This design comes from an exercise in tuning for small area and a short achievable clock period on the open sky130 flow, not from production work.
The RTL was checked by simulation tests, not by an equivalence proof against the original design.
No activity file was given, so power comes from the tool's default toggle rates.

==> try-willow: inputs <==
==> flow/design.v <==
`default_nettype none
package dmx_pkg;
	localparam int unsigned MAX_SLOTS  = 512;
	localparam int unsigned SLOT_AW    = $clog2(MAX_SLOTS + 1);
	localparam int unsigned FRAME_BITS = 11;
	localparam int unsigned CFG_AW  = 5;
	localparam int unsigned CFG_DW  = 32;
	localparam int unsigned IN_DW   = 24;
	localparam int unsigned OUT_DW  = 8;
	localparam logic [2:0] REG_TX_ENABLE   = 3'd0;
	localparam logic [2:0] REG_SLOT_COUNT  = 3'd1;
	localparam logic [2:0] REG_BREAK_TICKS = 3'd2;
	localparam logic [2:0] REG_MAB_TICKS   = 3'd3;
	localparam logic [2:0] REG_BIT_TICKS   = 3'd4;
	localparam logic REQ_TICK  = 1'b0;
	localparam logic REQ_WRITE = 1'b1;
	localparam logic [9:0]  RST_SLOT_COUNT  = 10'd512;
	localparam logic [15:0] RST_BREAK_TICKS = 16'd7040;
	localparam logic [15:0] RST_MAB_TICKS   = 16'd480;
	localparam logic [11:0] RST_BIT_TICKS   = 12'd160;
	typedef enum logic [1:0] {
		PH_IDLE  = 2'd0,
		PH_BREAK = 2'd1,
		PH_MAB   = 2'd2,
		PH_SLOTS = 2'd3
	} phase_t;
	typedef struct packed {
		logic        tx_enable;
		logic [9:0]  slot_count;
		logic [15:0] break_ticks;
		logic [15:0] mab_ticks;
		logic [11:0] bit_ticks;
	} cfg_t;
endpackage
`default_nettype wire
`default_nettype none
import dmx_pkg::*;
module dmx_apb_regs (
	input  wire logic                         clk,
	input  wire logic                         arst_n,
	input  wire logic                         psel,
	input  wire logic                         penable,
	input  wire logic                         pwrite,
	input  wire logic [dmx_pkg::CFG_AW-1:0]   paddr,
	input  wire logic [dmx_pkg::CFG_DW-1:0]   pwdata,
	output logic      [dmx_pkg::CFG_DW-1:0]   prdata,
	output logic                              pready,
	output dmx_pkg::cfg_t                     cfg
);
	dmx_pkg::cfg_t cfg_q;
	logic          wr_en;
	logic [2:0]    reg_sel;
	logic [15:0]   rd_d, rd_q;
	assign pready  = 1'b1;
	assign wr_en   = psel && penable && pwrite;
	assign reg_sel = paddr[CFG_AW-1:2];
	assign cfg     = cfg_q;
	assign prdata  = {16'd0, rd_q};
	always_ff @(posedge clk or negedge arst_n) begin
		if (!arst_n) begin
			cfg_q.tx_enable   <= 1'b0;
			cfg_q.slot_count  <= RST_SLOT_COUNT;
			cfg_q.break_ticks <= RST_BREAK_TICKS;
			cfg_q.mab_ticks   <= RST_MAB_TICKS;
			cfg_q.bit_ticks   <= RST_BIT_TICKS;
		end else if (wr_en) begin
			case (reg_sel)
				REG_TX_ENABLE:   cfg_q.tx_enable   <= pwdata[0];
				REG_SLOT_COUNT:  cfg_q.slot_count  <= pwdata[9:0];
				REG_BREAK_TICKS: cfg_q.break_ticks <= pwdata[15:0];
				REG_MAB_TICKS:   cfg_q.mab_ticks   <= pwdata[15:0];
				REG_BIT_TICKS:   cfg_q.bit_ticks   <= pwdata[11:0];
				default: ;
			endcase
		end
	end
	always_comb begin
		case (reg_sel)
			REG_TX_ENABLE:   rd_d = {15'd0, cfg_q.tx_enable};
			REG_SLOT_COUNT:  rd_d = {6'd0, cfg_q.slot_count};
			REG_BREAK_TICKS: rd_d = cfg_q.break_ticks;
			REG_MAB_TICKS:   rd_d = cfg_q.mab_ticks;
			REG_BIT_TICKS:   rd_d = {4'd0, cfg_q.bit_ticks};
			default:         rd_d = '0;
		endcase
	end
	always_ff @(posedge clk) begin
		rd_q <= rd_d;
	end
endmodule
`default_nettype wire
`default_nettype none
import dmx_pkg::*;
module dmx512_frame_transmitter (
	input  wire logic                          clk,
	input  wire logic                          arst_n,
	input  wire logic                          s_tvalid,
	output logic                               s_tready,
	input  wire logic [dmx_pkg::IN_DW-1:0]     s_tdata,   
	input  wire logic                          s_tuser,   
	output logic                               m_tvalid,
	input  wire logic                          m_tready,
	output logic      [dmx_pkg::OUT_DW-1:0]    m_tdata,   
	input  wire logic                          psel,
	input  wire logic                          penable,
	input  wire logic                          pwrite,
	input  wire logic [dmx_pkg::CFG_AW-1:0]    paddr,
	input  wire logic [dmx_pkg::CFG_DW-1:0]    pwdata,
	output logic      [dmx_pkg::CFG_DW-1:0]    prdata,
	output logic                               pready
);
	localparam int unsigned RING_LEN = 32;
	localparam int unsigned NRING    = 16;
	dmx_pkg::cfg_t cfg;
	dmx_apb_regs u_regs (
		.clk     (clk),
		.arst_n  (arst_n),
		.psel    (psel),
		.penable (penable),
		.pwrite  (pwrite),
		.paddr   (paddr),
		.pwdata  (pwdata),
		.prdata  (prdata),
		.pready  (pready),
		.cfg     (cfg)
	);
	logic               rdy_q;      
	logic               work_q;     
	logic               mval_q;     
	logic               work1_q;    
	logic               acc;
	logic               req_user_q;
	logic [SLOT_AW-1:0] req_idx_q;
	logic [7:0]         req_val_q;
	logic [4:0]         pos_q;
	logic               clr_q;
	logic               wpend_q, lpend_q;
	logic [7:0]         slot512_q;
	logic [7:0]         tail [NRING];
	logic [NRING-1:0]   ins_q, ins_d;
	logic               wfire_q, wfire_d, wpend_d;
	logic [7:0]         wdata;
	logic               lhit;
	dmx_pkg::phase_t    phase_q, phase_n;
	logic [15:0]        tick_q, tick_n;
	logic [SLOT_AW-1:0] slot_q, slot_n;
	logic [3:0]         bit_q, bit_n;
	logic [7:0]         byte_q;
	logic               line_cur;
	logic               line_o_q, act_o_q;
	logic [1:0]         phase_o_q;
	logic               ge_q, end_q;
	logic [15:0]        thr;
	logic               load;
	assign acc      = s_tvalid && rdy_q;
	assign s_tready = rdy_q;
	assign m_tvalid = mval_q;
	assign m_tdata  = {4'd0, phase_o_q, act_o_q, line_o_q};
	always_ff @(posedge clk) begin
		if (!work_q && !wpend_q) begin
			req_user_q <= s_tuser;
			req_idx_q  <= s_tdata[SLOT_AW-1:0];
			req_val_q  <= s_tdata[SLOT_AW+7:SLOT_AW];
		end
	end
	always_ff @(posedge clk or negedge arst_n) begin
		if (!arst_n) begin
			rdy_q  <= 1'b0;
			work_q <= 1'b0;
			mval_q <= 1'b0;
			work1_q <= 1'b0;
		end else begin
			work_q <= acc;
			work1_q <= work_q;
			mval_q <= work1_q || (mval_q && !m_tready);
			rdy_q  <= !acc && !work_q && !work1_q && !(mval_q && !m_tready) && !clr_q
				&& !(wpend_q && !wfire_q) && !(lpend_q && !lhit);
		end
	end
	assign lhit  = slot_q[9] || (pos_q == slot_q[4:0]);
	assign wdata = clr_q ? 8'd0 : req_val_q;
	assign wpend_d = work_q ? (req_user_q == REQ_WRITE && !req_idx_q[9]) : (wpend_q && !wfire_q);
	assign wfire_d = wpend_d && (5'(pos_q + 5'd1) == req_idx_q[4:0]);
	always_comb begin
		for (int r = 0; r < NRING; r++) begin
			ins_d[r] = (clr_q && pos_q != 5'd31) || (wfire_d && req_idx_q[8:5] == 4'(r));
		end
	end
	for (genvar r = 0; r < NRING; r++) begin : g_ring
		logic [8*RING_LEN-1:0] q;
		always_ff @(posedge clk) begin
			q <= {q[8*RING_LEN-9:0], ins_q[r] ? wdata : q[8*RING_LEN-1 -: 8]};
		end
		assign tail[r] = q[8*RING_LEN-1 -: 8];
	end
	always_ff @(posedge clk) begin
		if (clr_q) begin
			slot512_q <= 8'd0;
		end else if (work_q && req_user_q == REQ_WRITE && req_idx_q == SLOT_AW'(MAX_SLOTS)) begin
			slot512_q <= req_val_q;
		end
	end
	always_ff @(posedge clk or negedge arst_n) begin
		if (!arst_n) begin
			pos_q   <= '0;
			clr_q   <= 1'b1;
			ins_q   <= '1;
			wfire_q <= 1'b0;
			wpend_q <= 1'b0;
			lpend_q <= 1'b0;
		end else begin
			pos_q <= pos_q + 5'd1;
			if (pos_q == 5'd31) begin
				clr_q <= 1'b0;
			end
			ins_q   <= ins_d;
			wfire_q <= wfire_d;
			wpend_q <= wpend_d;
			if (work_q) begin
				lpend_q <= req_user_q == REQ_TICK && load;
			end else if (lhit) begin
				lpend_q <= 1'b0;
			end
		end
	end
	always_ff @(posedge clk) begin
		if (lpend_q && lhit) begin
			byte_q <= slot_q[9] ? slot512_q : tail[slot_q[8:5]];
		end
	end
	logic [15:0] tick_inc;
	for (genvar i = 0; i < 16; i++) begin : g_inc
		if (i == 0) begin : g_lsb
			assign tick_inc[i] = !tick_q[0];
		end else begin : g_bit
			assign tick_inc[i] = tick_q[i] ^ (&tick_q[i-1:0]);
		end
	end
	always_comb begin
		case (phase_q)
			PH_BREAK: thr = cfg.break_ticks;
			PH_MAB:   thr = cfg.mab_ticks;
			default:  thr = {4'd0, cfg.bit_ticks};
		endcase
	end
	always_ff @(posedge clk) begin
		ge_q  <= tick_q >= thr;
		end_q <= slot_q[9] || (slot_q >= cfg.slot_count);
	end
	always_comb begin
		phase_n = phase_q;
		slot_n  = slot_q;
		bit_n   = bit_q;
		load    = 1'b0;
		tick_n  = (ge_q || phase_q == PH_IDLE) ? 16'd1 : tick_inc;
		if (req_user_q != REQ_TICK) begin
		end else if (!cfg.tx_enable) begin
			phase_n = PH_IDLE;
		end else begin
			case (phase_q)
				PH_IDLE:  phase_n = PH_BREAK;
				PH_BREAK: if (ge_q) phase_n = PH_MAB;
				PH_MAB: begin
					if (ge_q) begin
						phase_n = PH_SLOTS;
						slot_n  = '0;
						bit_n   = '0;
						load    = 1'b1;
					end
				end
				default: begin
					if (ge_q) begin
						bit_n = bit_q + 4'd1;
						if (bit_q == 4'(FRAME_BITS - 1)) begin
							bit_n = '0;
							if (end_q) begin
								phase_n = PH_BREAK;
							end else begin
								slot_n = slot_q + 1'b1;
								load   = 1'b1;
							end
						end
					end
				end
			endcase
		end
	end
	always_comb begin
		if (phase_q == PH_BREAK) begin
			line_cur = 1'b0;
		end else if (phase_q != PH_SLOTS) begin
			line_cur = 1'b1;
		end else begin
			case (bit_q)
				4'd0:        line_cur = 1'b0;
				4'd1, 4'd2:  line_cur = byte_q[0];
				4'd3:        line_cur = byte_q[1];
				4'd4:        line_cur = byte_q[2];
				4'd5:        line_cur = byte_q[3];
				4'd6:        line_cur = byte_q[4];
				4'd7:        line_cur = byte_q[5];
				4'd8:        line_cur = byte_q[6];
				default:     line_cur = 1'b1;
			endcase
		end
	end
	always_ff @(posedge clk or negedge arst_n) begin
		if (!arst_n) begin
			phase_q <= PH_IDLE;
		end else if (work_q && req_user_q == REQ_TICK) begin
			phase_q <= phase_n;
		end
	end
	always_ff @(posedge clk) begin
		phase_o_q <= phase_q;
		line_o_q  <= line_cur;
		act_o_q   <= phase_q == PH_SLOTS;
	end
	always_ff @(posedge clk) begin
		if (work_q && req_user_q == REQ_TICK) begin
			tick_q <= tick_n;
			slot_q <= slot_n;
			bit_q  <= bit_n;
		end
	end
endmodule
`default_nettype wire
==> flow/run.sh <==
#!/bin/bash
# synth_recipe.tcl (not shown) runs the flow's synth.tcl, then flattens the netlist and writes it again
# the make line also repeats each setting of config.mk as NAME=value (left out here)
make -C /OpenROAD-flow-scripts/flow DESIGN_CONFIG=/design/flow/config.mk WORK_HOME=/design/flow/orfs CLKGATE_MAP_FILE= SYNTH_SCRIPT=/design/flow/synth_recipe.tcl finish
==> flow/config.mk <==
export PLATFORM = sky130hd
export DESIGN_NAME = dmx512_frame_transmitter
export DESIGN_NICKNAME = dmx512_frame_transmitter
export VERILOG_FILES = /design/flow/design.v
export SDC_FILE = /design/flow/constraint.sdc
export NUM_CORES = 4
export LEC_CHECK = 0
export CAP_MARGIN = 20
export CORE_MARGIN = 2
export CORE_UTILIZATION = 40
export CTS_CLUSTER_DIAMETER = 100
export CTS_CLUSTER_SIZE = 30
export SETUP_SLACK_MARGIN = 5
export SLEW_MARGIN = 20
export SYNTH_MEMORY_MAX_BITS = 8192
==> flow/constraint.sdc <==
create_clock -name core_clock -period 8.0 [get_ports {clk}]
set_input_delay 1.6000 -clock core_clock [delete_from_list [all_inputs] [get_ports {clk}]]
set_output_delay 1.6000 -clock core_clock [all_outputs]
set_load 0.01 [all_outputs]
==> try-cedar: changes against try-willow <==
--- a/flow/design.v
+++ b/flow/design.v
@@ -137,7 +137,7 @@
 	logic               wpend_q, lpend_q;
 	logic [7:0]         slot512_q;
 	logic [7:0]         tail [NRING];
-	logic [NRING-1:0]   ins_q, ins_d;
+	logic [NRING-1:0]   ins;
 	logic               wfire_q, wfire_d, wpend_d;
 	logic [7:0]         wdata;
 	logic               lhit;
@@ -183,13 +183,13 @@
 	assign wfire_d = wpend_d && (5'(pos_q + 5'd1) == req_idx_q[4:0]);
 	always_comb begin
 		for (int r = 0; r < NRING; r++) begin
-			ins_d[r] = (clr_q && pos_q != 5'd31) || (wfire_d && req_idx_q[8:5] == 4'(r));
+			ins[r] = clr_q || (wfire_q && req_idx_q[8:5] == 4'(r));
 		end
 	end
 	for (genvar r = 0; r < NRING; r++) begin : g_ring
 		logic [8*RING_LEN-1:0] q;
 		always_ff @(posedge clk) begin
-			q <= {q[8*RING_LEN-9:0], ins_q[r] ? wdata : q[8*RING_LEN-1 -: 8]};
+			q <= {q[8*RING_LEN-9:0], ins[r] ? wdata : q[8*RING_LEN-1 -: 8]};
 		end
 		assign tail[r] = q[8*RING_LEN-1 -: 8];
 	end
@@ -204,7 +204,6 @@
 		if (!arst_n) begin
 			pos_q   <= '0;
 			clr_q   <= 1'b1;
-			ins_q   <= '1;
 			wfire_q <= 1'b0;
 			wpend_q <= 1'b0;
 			lpend_q <= 1'b0;
@@ -213,7 +212,6 @@
 			if (pos_q == 5'd31) begin
 				clr_q <= 1'b0;
 			end
-			ins_q   <= ins_d;
 			wfire_q <= wfire_d;
 			wpend_q <= wpend_d;
 			if (work_q) begin
Settings changed: CORE_UTILIZATION 40 to 60.
==> qor summary <==
item	try-cedar	try-willow
Pin count of the biggest net entering global routing	71	60
Flop pwr share	0.679	0.672
Worst slack at placement	3230 ps	3650 ps
Max IR drop VDD	271 uV	258 uV
Layout Utilization	0.653	0.441
Die area	140000 um2	210000 um2
Hold path endpoint	g_ring[8].q[116]	g_ring[9].q[205]
Cell area power density	315 nW/um2	315 nW/um2
Final RePlAce weighted congestion	0.819	0.767
Number of buffers inserted during clock tree synthesis	142	143
Drt initial violations	1748	1625
Run status	no timing/DRC/antenna violations	no timing/DRC/antenna violations
Cell count after synthesis	4684	4584
Netlist area before placement	82200 um2	82500 um2
Combinational power	705 uW	790 uW
Final critical-path setup slack	5050 ps	5000 ps
Routed WL	110000 um	109000 um
Met3 Track Usage GR	0.0283	0.0225
Wire length of the first global-routing pass	164000 um	165000 um
Clock insertion delay at the later pin of the skew report	780 ps	800 ps

[re-timing with driven ports]
The results above use ideal ports. As a check the final layouts listed here were re-extracted and re-timed, cells and wires unchanged.
Step 1: set_driving_cell puts a clkbuf_16 on clk and a buf_2 on each other input, an assumption about the parent block.
Step 2 also shifts input and output timing later by t, the mid clock arrival at the registers, as if the neighbouring blocks saw the same clock.
a / b / c = no drivers / after step 1 / after step 2; a / b = the first two.
run	t, ns	slack for setup (ns)	worst hold slack (ns)	latest minus earliest clock arrival (ns)	pins driven straight from the clock port
try-willow	0.859	4.998 / 4.925 / 4.294	0.309 / 0.309 / 0.309	0.037 / 0.037	1
try-cedar	0.839	5.047 / 5.013 / 4.257	0.321 / 0.321 / 0.321	0.035 / 0.034	1
After both steps setup and hold are still met in every run listed. The setup slack of try-cedar, which loses most, moves by -0.034 ns with the drivers and by -0.790 ns with both steps.
